This design comes from an exercise in tuning for small area and a short achievable clock period on the open sky130 flow, not from production work.
At most, simulation tests tie the RTL to the original design; equivalence was not proved.
Power figures rest on the tool's default switching activity, not on a simulated workload.

== lane 1 ==
## motion_command_word_parser_core
module motion_command_word_parser_core (
    input  logic        aclk,
    input  logic        aresetn,
    input  logic        s_valid,
    output logic        s_ready,
    input  logic [7:0]  s_rx_byte,
    output logic        m_valid,
    input  logic        m_ready,
    output logic [2:0]  m_status,
    output logic [1:0]  m_error_axis,
    output logic [16:0] m_x_mils,
    output logic [16:0] m_y_mils,
    output logic [16:0] m_z_mils,
    input  logic        cfg_valid,
    output logic        cfg_ready,
    input  logic [2:0]  cfg_index,
    input  logic [16:0] cfg_data
);
==> flow/config.mk <==
export PLATFORM = sky130hd
export DESIGN_NAME = motion_command_word_parser_core
export DESIGN_NICKNAME = motion_command_word_parser_core
export VERILOG_FILES = /design/flow/design.v
export SDC_FILE = /design/flow/constraint.sdc
export NUM_CORES = 4
export LEC_CHECK = 0
export ABC_AREA = 1
export ABC_CLOCK_PERIOD_IN_PS = 4500
export CAP_MARGIN = 20
export CORE_MARGIN = 2
export CORE_UTILIZATION = 40
export CTS_CLUSTER_DIAMETER = 90
export CTS_CLUSTER_SIZE = 30
export SETUP_SLACK_MARGIN = 5
export SLEW_MARGIN = 20
==> flow/constraint.sdc <==
create_clock -name core_clock -period 10.0 [get_ports {aclk}]
set_input_delay 2.0000 -clock core_clock [delete_from_list [all_inputs] [get_ports {aclk}]]
set_output_delay 2.0000 -clock core_clock [all_outputs]
set_load 0.01 [all_outputs]
standard.sh (not shown) runs the stock make flow with config.mk's settings and CLKGATE_MAP_FILE= SYNTH_SCRIPT=/design/flow/synth_recipe.tcl, a recipe that flattens the netlist after the stock synthesis.
==> flow/flow/run.sh <==
#!/bin/bash
# Layout flow: the standard flow (standard synthesis unchanged), with the
# port buffers made from plain buffers instead of delay buffers, the resizer
# allowed to pick any drive strength (not only cells of the same footprint),
# and a larger setup margin for timing repair. Each step's full output is in
# orfs/logs; make's own output is in make_finish.log here.
set -euo pipefail
bash standard.sh \
    "BUFFER_PORTS_ARGS=-buffer_cell sky130_fd_sc_hd__buf_1" \
    MATCH_CELL_FOOTPRINT=0 \
    SETUP_SLACK_MARGIN=5.6 \
    finish > make_finish.log 2>&1
The final layout from lane 1, which completed every stage, passed the timing, design-rule and antenna checks at the end of the flow.
Input changes introduced in lane 2 (baseline for comparison: lane 1):
Settings: swapping 90 for 120 in CTS_CLUSTER_DIAMETER.
Findings:
Lane 2 vs lane 1 — synthesis-to-layout area growth dropped 0.21 points. On worst setup margin, lane 1 and lane 2 are neck and neck. Max number of fill cells in the layout across lane 1 and lane 2: lane 1.
For lane 3, these inputs were changed with respect to lane 2:
Settings: CTS_CLUSTER_SIZE now 27, was 30.
-- flow/flow/run.sh --
<<< lane 2, line 9
    "BUFFER_PORTS_ARGS=-buffer_cell sky130_fd_sc_hd__buf_1" \
    MATCH_CELL_FOOTPRINT=0 \
    SETUP_SLACK_MARGIN=5.6 \
    finish > make_finish.log 2>&1
>>> lane 3, line 9
    "BUFFER_PORTS_ARGS=-buffer_cell sky130_fd_sc_hd__buf_1" \
    MATCH_CELL_FOOTPRINT=0 \
    SETUP_SLACK_MARGIN=5.65 \
    finish > make_finish.log 2>&1
==> summary.txt <==
Diff lane 2 -> lane 3: total design power shrank by 36 uW; met3 wire length now sits lower; signed area change from the synthesized netlist to the final layout now larger; power per cell area fell 1.4%. Between lane 3 and lane 2, the design internal power does not differ in any meaningful way. Diff lane 2 -> lane 3 | post-route fraction of the period consumed by the critical path | decrease of 0.23 points. Lane 3 — worst IR drop on VDD 8.8% higher, lane 2 as reference. Compared with lane 2, in lane 3 part of the power in the clock network neither gained nor lost much, number of antenna violations at the first check in global routing neither gained nor lost much.
### lane 3 -> lane 4
Settings: CTS_CLUSTER_DIAMETER changed from 120 to 100; CTS_CLUSTER_SIZE changed from 27 to 24.
-- flow/flow/run.sh --
<<< lane 3, line 9
    "BUFFER_PORTS_ARGS=-buffer_cell sky130_fd_sc_hd__buf_1" \
    MATCH_CELL_FOOTPRINT=0 \
    SETUP_SLACK_MARGIN=5.65 \
    finish > make_finish.log 2>&1
>>> lane 4, line 9
    "BUFFER_PORTS_ARGS=-buffer_cell sky130_fd_sc_hd__buf_1" \
    MATCH_CELL_FOOTPRINT=0 \
    SETUP_SLACK_MARGIN=5.6 \
    finish > make_finish.log 2>&1
[summary]
Any difference in post-layout utilization of the core between lane 4 and lane 3 is small enough to ignore. [compare] base=lane 3 new=lane 4: count of mapped cells out of synthesis roughly the same; pin slew with the least headroom to its limit up 0.21 ns; final area comparable. On total wire length after detailed routing: lane 4 sits above lane 3. Higher final hold slack was reported by lane 3, not lane 4.

---

motion_command_word_parser_core, a different RTL version from the one above (not shown whole).
Size in the first run: roughly 1,200 cells after synthesis, about 92 I/O pins.
Settings: LEC_CHECK=0, ABC_CLOCK_PERIOD_IN_PS=4500, CAP_MARGIN=20, CORE_MARGIN=2, CORE_UTILIZATION=40, CTS_CLUSTER_DIAMETER=120, CTS_CLUSTER_SIZE=30, SETUP_SLACK_MARGIN=5, SLEW_MARGIN=20; clock period 10.0 ns.
==> flow/flow/run.sh <==
#!/bin/bash
# Layout flow: the standard flow (standard synthesis unchanged), with the
# port buffers made from plain buffers instead of delay buffers, the resizer
# allowed to pick any drive strength (not only cells of the same footprint),
# and a larger setup margin for timing repair. Each step's full output is in
# orfs/logs; make's own output is in make_finish.log here.
set -euo pipefail
bash standard.sh \
    "BUFFER_PORTS_ARGS=-buffer_cell sky130_fd_sc_hd__buf_1" \
    MATCH_CELL_FOOTPRINT=0 \
    SETUP_SLACK_MARGIN=5.6 \
    finish > make_finish.log 2>&1
Edit:
ABC_AREA = 1   (was not set)
CTS_CLUSTER_DIAMETER = 100   (was 120)
CTS_CLUSTER_SIZE = 36   (was 30)
Effect:
- clock skew decreases by 4.2 ps
- area after synthesis fell slightly
- setup slack gets better by 47 ps
- cell area hardly moves
- core utilization goes up by 0.88 points
- clock-buffer cell count shrinks by 4
- synthesized cell count is higher by about a fifth
- via count grows by a few percent
- fmax rose slightly
- global-route usage is about the same
Edit:
CORE_UTILIZATION = 65   (was 40)
CTS_CLUSTER_DIAMETER = 120   (was 100)
CTS_CLUSTER_SIZE = 30   (was 36)
PLACE_DENSITY = 0.75   (was not set)
The changed run went through all stages and came out clean. Power is about the same. Wire length went down by about 1.6%. Maximum frequency went down by about 0.36%. Count of clock-buffer cells in the layout went up by 5. Setup slack got worse by 16 ps. Die area went down by about 40%.

---

## run 1
motion_command_word_parser_core, a different RTL version from the one above (not shown whole).
Size: ~1200 cells after synthesis, about 260 flip-flops, ~92 I/O pins, roughly 13000 sq um of cells after synthesis.
clock: 10.0 ns
lec_check: 0
abc_area: 1
abc_clock_period_in_ps: 4500
cap_margin: 20
core_margin: 2
core_utilization: 40
cts_cluster_diameter: 120
cts_cluster_size: 30
setup_slack_margin: 5
slew_margin: 20
==> flow/flow/run.sh <==
#!/bin/bash
# Layout flow: the standard flow, with
#  - synthesis by synth_recipe.tcl unchanged but with ABC mapping the logic
#    by flow/abc_area.script (flow/synth.tcl wraps the abc command);
#  - port buffers made from plain buffers instead of delay buffers;
#  - the resizer allowed to pick any drive strength (not only cells of the
#    same footprint), and a larger setup margin for timing repair.
# Each step's full output is in orfs/logs; make's own output is in
# make_finish.log here.
set -euo pipefail
W=$(pwd)
export MCWP_WORK=$W
export MCWP_ABC_SCRIPT=$W/flow/abc_area.script
bash standard.sh \
    SYNTH_SCRIPT=$W/flow/synth.tcl \
    "BUFFER_PORTS_ARGS=-buffer_cell sky130_fd_sc_hd__buf_1" \
    MATCH_CELL_FOOTPRINT=0 \
    SETUP_SLACK_MARGIN=5.6 \
    finish > make_finish.log 2>&1
==> flow/flow/abc_area.script <==
strash
&get -n
&st
&dch
&nf -R 20
&put
topo
stime -c
buffer -c
upsize -c
dnsize -c
==> flow/flow/synth.tcl <==
# The standard flow's synthesis script (synth_recipe.tcl in the work folder) run unchanged,
# except that ABC maps the logic with flow/abc_area.script (area-oriented
# mapping). Registers are not touched by ABC.
proc abc {args} {
  set i [lsearch -exact $args -script]
  if { $i >= 0 } {
    lset args [expr {$i + 1}] $::env(MCWP_ABC_SCRIPT)
  }
  yosys abc {*}$args
}
source $::env(MCWP_WORK)/synth_recipe.tcl
For run 2, these inputs were changed with respect to run 1:
==> flow/flow/abc_area.script <==
strash
dch
map -a
amap
topo
buffer -c
upsize -c
dnsize -c
Notes after the runs:
Run 1 ended up with registers as its largest power group; run 2 ended up with combinational cells. Summary of the comparison: clock skew is higher in run 2, relative to run 1. In the tables for run 2 and run 1, complex-gate fraction of the synthesized area reads lower with run 1. Uppermost signal routing layer after detailed routing = met4: run 1; uppermost signal routing layer after detailed routing = met5: run 2. Compared with run 1, in run 2 power share of the clock group has decreased, synthesized area divided by synthesized cell count has decreased. Going from run 1 to run 2, met2 routed wirelength grows by 2.9%.
Input-level comparison between run 3 and run 2:
==> flow/flow/abc_area.script <==
strash
dch
map -a
topo
buffer -c
upsize -c
dnsize -c
Findings:
- Compared to run 2, run 3 has sequential share of layout area 1.1 points higher.
- Comparing run 2 and run 3, the lower global-route usage over all layers is on run 3.
- A top routing layer in use of met4 is what run 3 shows, while met5 belongs to run 2.
- Run 3 vs. run 2: total detailed-routing wirelength decreased by 0.63% relative to the old numbers, part of the cycle the worst path needs fell by 3.4 points, non-clock buffer count -35, sequential cell area fraction in the yosys report lost 0.69 points, die area went up.
- [diff] internal power consumption, run 3 relative to run 2: improvement
- From run 2 to run 3 the numbers moved as follows: DRC violation total after the first TritonRoute iteration dropped 248, share of power burned in the clock network shows an increase of 2.0 points.
- Synthesized cell count went up by a few percent going from run 2 to run 3.

---

Starting RTL as in the previous note.
clock: 10.0 ns
lec_check: 0
abc_area: 1
abc_clock_period_in_ps: 4500
cap_margin: 20
core_margin: 2
core_utilization: 40
cts_cluster_diameter: 120
cts_cluster_size: 30
setup_slack_margin: 5
slew_margin: 20
==> flow/flow/abc_area.script <==
strash
&get -n
&st
&dch
&nf -R 10
&st
&syn2
&dch
&nf -R 10
&put
topo
stime -c
buffer -c
upsize -c
dnsize -c
Scripts as last shown in full above: flow/flow/run.sh, flow/flow/synth.tcl
Rerun with:
==> flow/flow/run.sh (replaced) <==
#!/bin/bash
# Layout flow: the standard flow (standard synthesis unchanged), with the
# port buffers made from plain buffers instead of delay buffers, the resizer
# allowed to pick any drive strength (not only cells of the same footprint),
# and a larger setup margin for timing repair. Each step's full output is in
# orfs/logs; make's own output is in make_finish.log here.
set -euo pipefail
bash standard.sh \
    "BUFFER_PORTS_ARGS=-buffer_cell sky130_fd_sc_hd__buf_1" \
    MATCH_CELL_FOOTPRINT=0 \
    SETUP_SLACK_MARGIN=5.6 \
    finish > make_finish.log 2>&1
removed: flow/flow/abc_area.script
removed: flow/flow/synth.tcl
Outcome: The changed run went through all stages and came out clean. Routed wire length climbs by 9.0%. Combinational power fell by about 40%. Sequential cell count stays the same. Clock power falls by about 1%.

---

main:
motion_command_word_parser_core with an RTL version that a note above also has.
Size in the first run: ~1400 cells after synthesis, about 260 flip-flops.
==> flow/config.mk <==
export PLATFORM = sky130hd
export DESIGN_NAME = motion_command_word_parser_core
export DESIGN_NICKNAME = motion_command_word_parser_core
export VERILOG_FILES = /design/flow/design.v
export SDC_FILE = /design/flow/constraint.sdc
export NUM_CORES = 4
export LEC_CHECK = 0
export ABC_AREA = 1
export ABC_CLOCK_PERIOD_IN_PS = 4500
export CAP_MARGIN = 20
export CORE_MARGIN = 2
export CORE_UTILIZATION = 40
export CTS_CLUSTER_DIAMETER = 120
export CTS_CLUSTER_SIZE = 27
export SETUP_SLACK_MARGIN = 5
export SLEW_MARGIN = 20
==> flow/constraint.sdc <==
create_clock -name core_clock -period 10.0 [get_ports {aclk}]
set_input_delay 2.0000 -clock core_clock [delete_from_list [all_inputs] [get_ports {aclk}]]
set_output_delay 2.0000 -clock core_clock [all_outputs]
set_load 0.01 [all_outputs]
==> flow/flow/run.sh <==
#!/bin/bash
# Layout flow: the standard flow (standard synthesis unchanged), with the
# port buffers made from plain buffers instead of delay buffers, the resizer
# allowed to pick any drive strength (not only cells of the same footprint),
# and a larger setup margin for timing repair. Each step's full output is in
# orfs/logs; make's own output is in make_finish.log here.
set -euo pipefail
bash standard.sh \
    "BUFFER_PORTS_ARGS=-buffer_cell sky130_fd_sc_hd__buf_1" \
    MATCH_CELL_FOOTPRINT=0 \
    SETUP_SLACK_MARGIN=5.5 \
    finish > make_finish.log 2>&1
The inputs of the feature branch differ from those of main as listed below.
diff --git a/flow/flow/run.sh b/flow/flow/run.sh
--- a/flow/flow/run.sh
+++ b/flow/flow/run.sh
@@ -10,3 +10,3 @@
     MATCH_CELL_FOOTPRINT=0 \
-    SETUP_SLACK_MARGIN=5.5 \
+    SETUP_SLACK_MARGIN=5.6 \
     finish > make_finish.log 2>&1
Results
Delta (the feature branch minus main): net switching power of the design went up 0.47%; length of routed wiring on met1 went up about 1.2%; static leakage held.
The feature branch -> main: number of instances in the synthesized netlist delta 0, exact match
[compare] base=main new=the feature branch: final critical-path setup slack increased 0.033 ns, global-route wire length before repair neither gained nor lost much, sequential share of layout area ~0 delta.

---

## v56
RTL: one of the versions met above, not the one the previous note started from.
For scale: about 1500 cells after synthesis, roughly 260 flip-flops.
export LEC_CHECK = 0
export ABC_AREA = 1
export ABC_CLOCK_PERIOD_IN_PS = 4500
export CAP_MARGIN = 20
export CORE_MARGIN = 2
export CORE_UTILIZATION = 40
export CTS_CLUSTER_DIAMETER = 120
export CTS_CLUSTER_SIZE = 30
export SETUP_SLACK_MARGIN = 5
export SLEW_MARGIN = 20
create_clock -name core_clock -period 10.0 [get_ports {aclk}]
==> flow/flow/run.sh <==
#!/bin/bash
# Layout flow: the standard flow (standard synthesis unchanged), with the
# port buffers made from plain buffers instead of delay buffers, the resizer
# allowed to pick any drive strength (not only cells of the same footprint),
# and a larger setup margin for timing repair. Each step's full output is in
# orfs/logs; make's own output is in make_finish.log here.
set -euo pipefail
bash standard.sh \
    "BUFFER_PORTS_ARGS=-buffer_cell sky130_fd_sc_hd__buf_1" \
    MATCH_CELL_FOOTPRINT=0 \
    SETUP_SLACK_MARGIN=5.6 \
    finish > make_finish.log 2>&1
Relative to v56, the following input files were edited for v33:
-- flow/flow/run.sh --
<<< v56, line 11
    SETUP_SLACK_MARGIN=5.6 \
>>> v33, line 11
    SETUP_SLACK_MARGIN=5.75 \
## What came out
Summary of v33 over v56: core utilization has increased; area of all sequential standard cells has remained practically unchanged; part of the total power dissipated in combinational logic has increased; combinational power has increased; post-placement cell count has remained practically unchanged. v33 has clock period minus worst slack below what v56 had. Looking at all-layer global routing usage, v33 sits 0.19 points higher than v56 does.
Input changes introduced in v25 (baseline for comparison: v33):
-- flow/flow/run.sh --
<<< v33, line 11
    SETUP_SLACK_MARGIN=5.75 \
>>> v25, line 11
    SETUP_SLACK_MARGIN=5.6 \
-- flow/config.mk --
<<< v33, line 9
export ABC_CLOCK_PERIOD_IN_PS = 4500
>>> v25, line 9
### Flow results
Lower post-placement setup slack among v25 and v33: v33. | first-pass GRT wire length | v25 vs v33 | better |. v25 packs its core looser than v33. Compared to v33, v25 has global-route usage 0.19 points lower. Reported for v25 and v33, worst hold path cell count turned out identical to the last digit. Against v33, v25 comes in 1.5 points lower on share of total power in combinational logic. v25 against v33: time the final worst path needs with I/O delays and setup rose by 0.0057 ns; area growth from synthesis to layout moved down. In the metrics for v25 and v33, the one carrying the lower final estimated routing congestion in global placement is v33. In the final reports, the cell area of v25 is smaller than that of v33.

---

motion_command_word_parser_core, a different RTL version from the one above (not shown whole).
Size in the first run: roughly 92 I/O pins, ~16000 um^2 of cells after synthesis.
Settings: LEC_CHECK=0, ABC_CLOCK_PERIOD_IN_PS=4500, CAP_MARGIN=20, CORE_MARGIN=2, CORE_UTILIZATION=40, SETUP_SLACK_MARGIN=5, SLEW_MARGIN=20; clock period 10.0 ns.
run.sh (not shown) runs the stock make flow with config.mk's settings and CLKGATE_MAP_FILE= SYNTH_SCRIPT=/design/flow/synth_recipe.tcl, a recipe that flattens the netlist after the stock synthesis.
Stock flow here: none of the scripts above is used.
Change:
--- a/flow/config.mk
+++ b/flow/config.mk
@@ -8 +7,0 @@
-export ABC_CLOCK_PERIOD_IN_PS = 4500
@@ -12 +10,0 @@
-export SETUP_SLACK_MARGIN = 5
=> Sequential power goes up by about 0.5%. Wire length fell by 4.5%. Via count falls by 3.9%. Area after synthesis stays the same. Design area goes down by 7.1%. Worst setup slack is worse by 1.4 ns. Hold slack barely changes. Die area stays the same. Count of clock-buffer cells in the layout drops by 4.
No functional check of the RTL was part of any run of this note.

[static timing again, ports no longer ideal]
Ports are ideal in the flow. The routed layouts listed here were re-timed in OpenROAD. Step 1: set_driving_cell puts a clkbuf_16 on aclk and a buf_2 on each other input, an assumption about the parent block. Step 2 times the ports against the registers' clock, not the clock port: input delays grow and output delays shrink by t, the midpoint of the rising clock arrivals with the driver on. a / b / c = ideal / step 1 / step 2; a / b = the first two.
run | t, ns | setup WS [ns] | worst setup path at the end
lane 1 | 0.530 | 5.625 / 5.604 / 5.285 | input to register
lane 2 | 0.541 | 5.624 / 5.602 / 5.255 | input to register
lane 3 | 0.529 | 5.647 / 5.616 / 5.167 | input to register
lane 4 | 0.544 | 5.625 / 5.604 / 5.272 | input to register
the first run of note 2 | 0.536 | 5.573 / 5.540 / 5.131 | input to register
the second run of note 2 | 0.532 | 5.619 / 5.600 / 5.341 | input to register
the third run of note 2 | 0.530 | 5.603 / 5.571 / 5.179 | input to register
run 1 | 0.540 | 5.362 / 5.361 / 5.360 | input to register
run 2 | 0.534 | 5.090 / 5.090 / 5.090 | register to register
run 3 | 0.550 | 5.431 / 5.431 / 5.052 | input to register
the first run of note 4 | 0.536 | 5.327 / 5.327 / 5.255 | input to register
the second run of note 4 | 0.528 | 5.638 / 5.617 / 5.395 | input to register
main | 0.541 | 5.592 / 5.571 / 5.186 | input to register
the feature branch | 0.540 | 5.625 / 5.604 / 5.227 | input to register
v56 | 0.536 | 5.619 / 5.600 / 5.321 | input to register
v33 | 0.532 | 5.625 / 5.603 / 5.489 | input to register
v25 | 0.536 | 5.619 / 5.600 / 5.321 | input to register
the first run of note 7 | 0.489 | 4.262 / 4.262 / 4.262 | register to register
the second run of note 7 | 0.508 | 2.899 / 2.899 / 2.899 | register to register
After both steps setup and hold are still met in every run listed. The setup slack of lane 3, which loses most, moves by -0.031 ns with the drivers and by -0.480 ns with both steps.
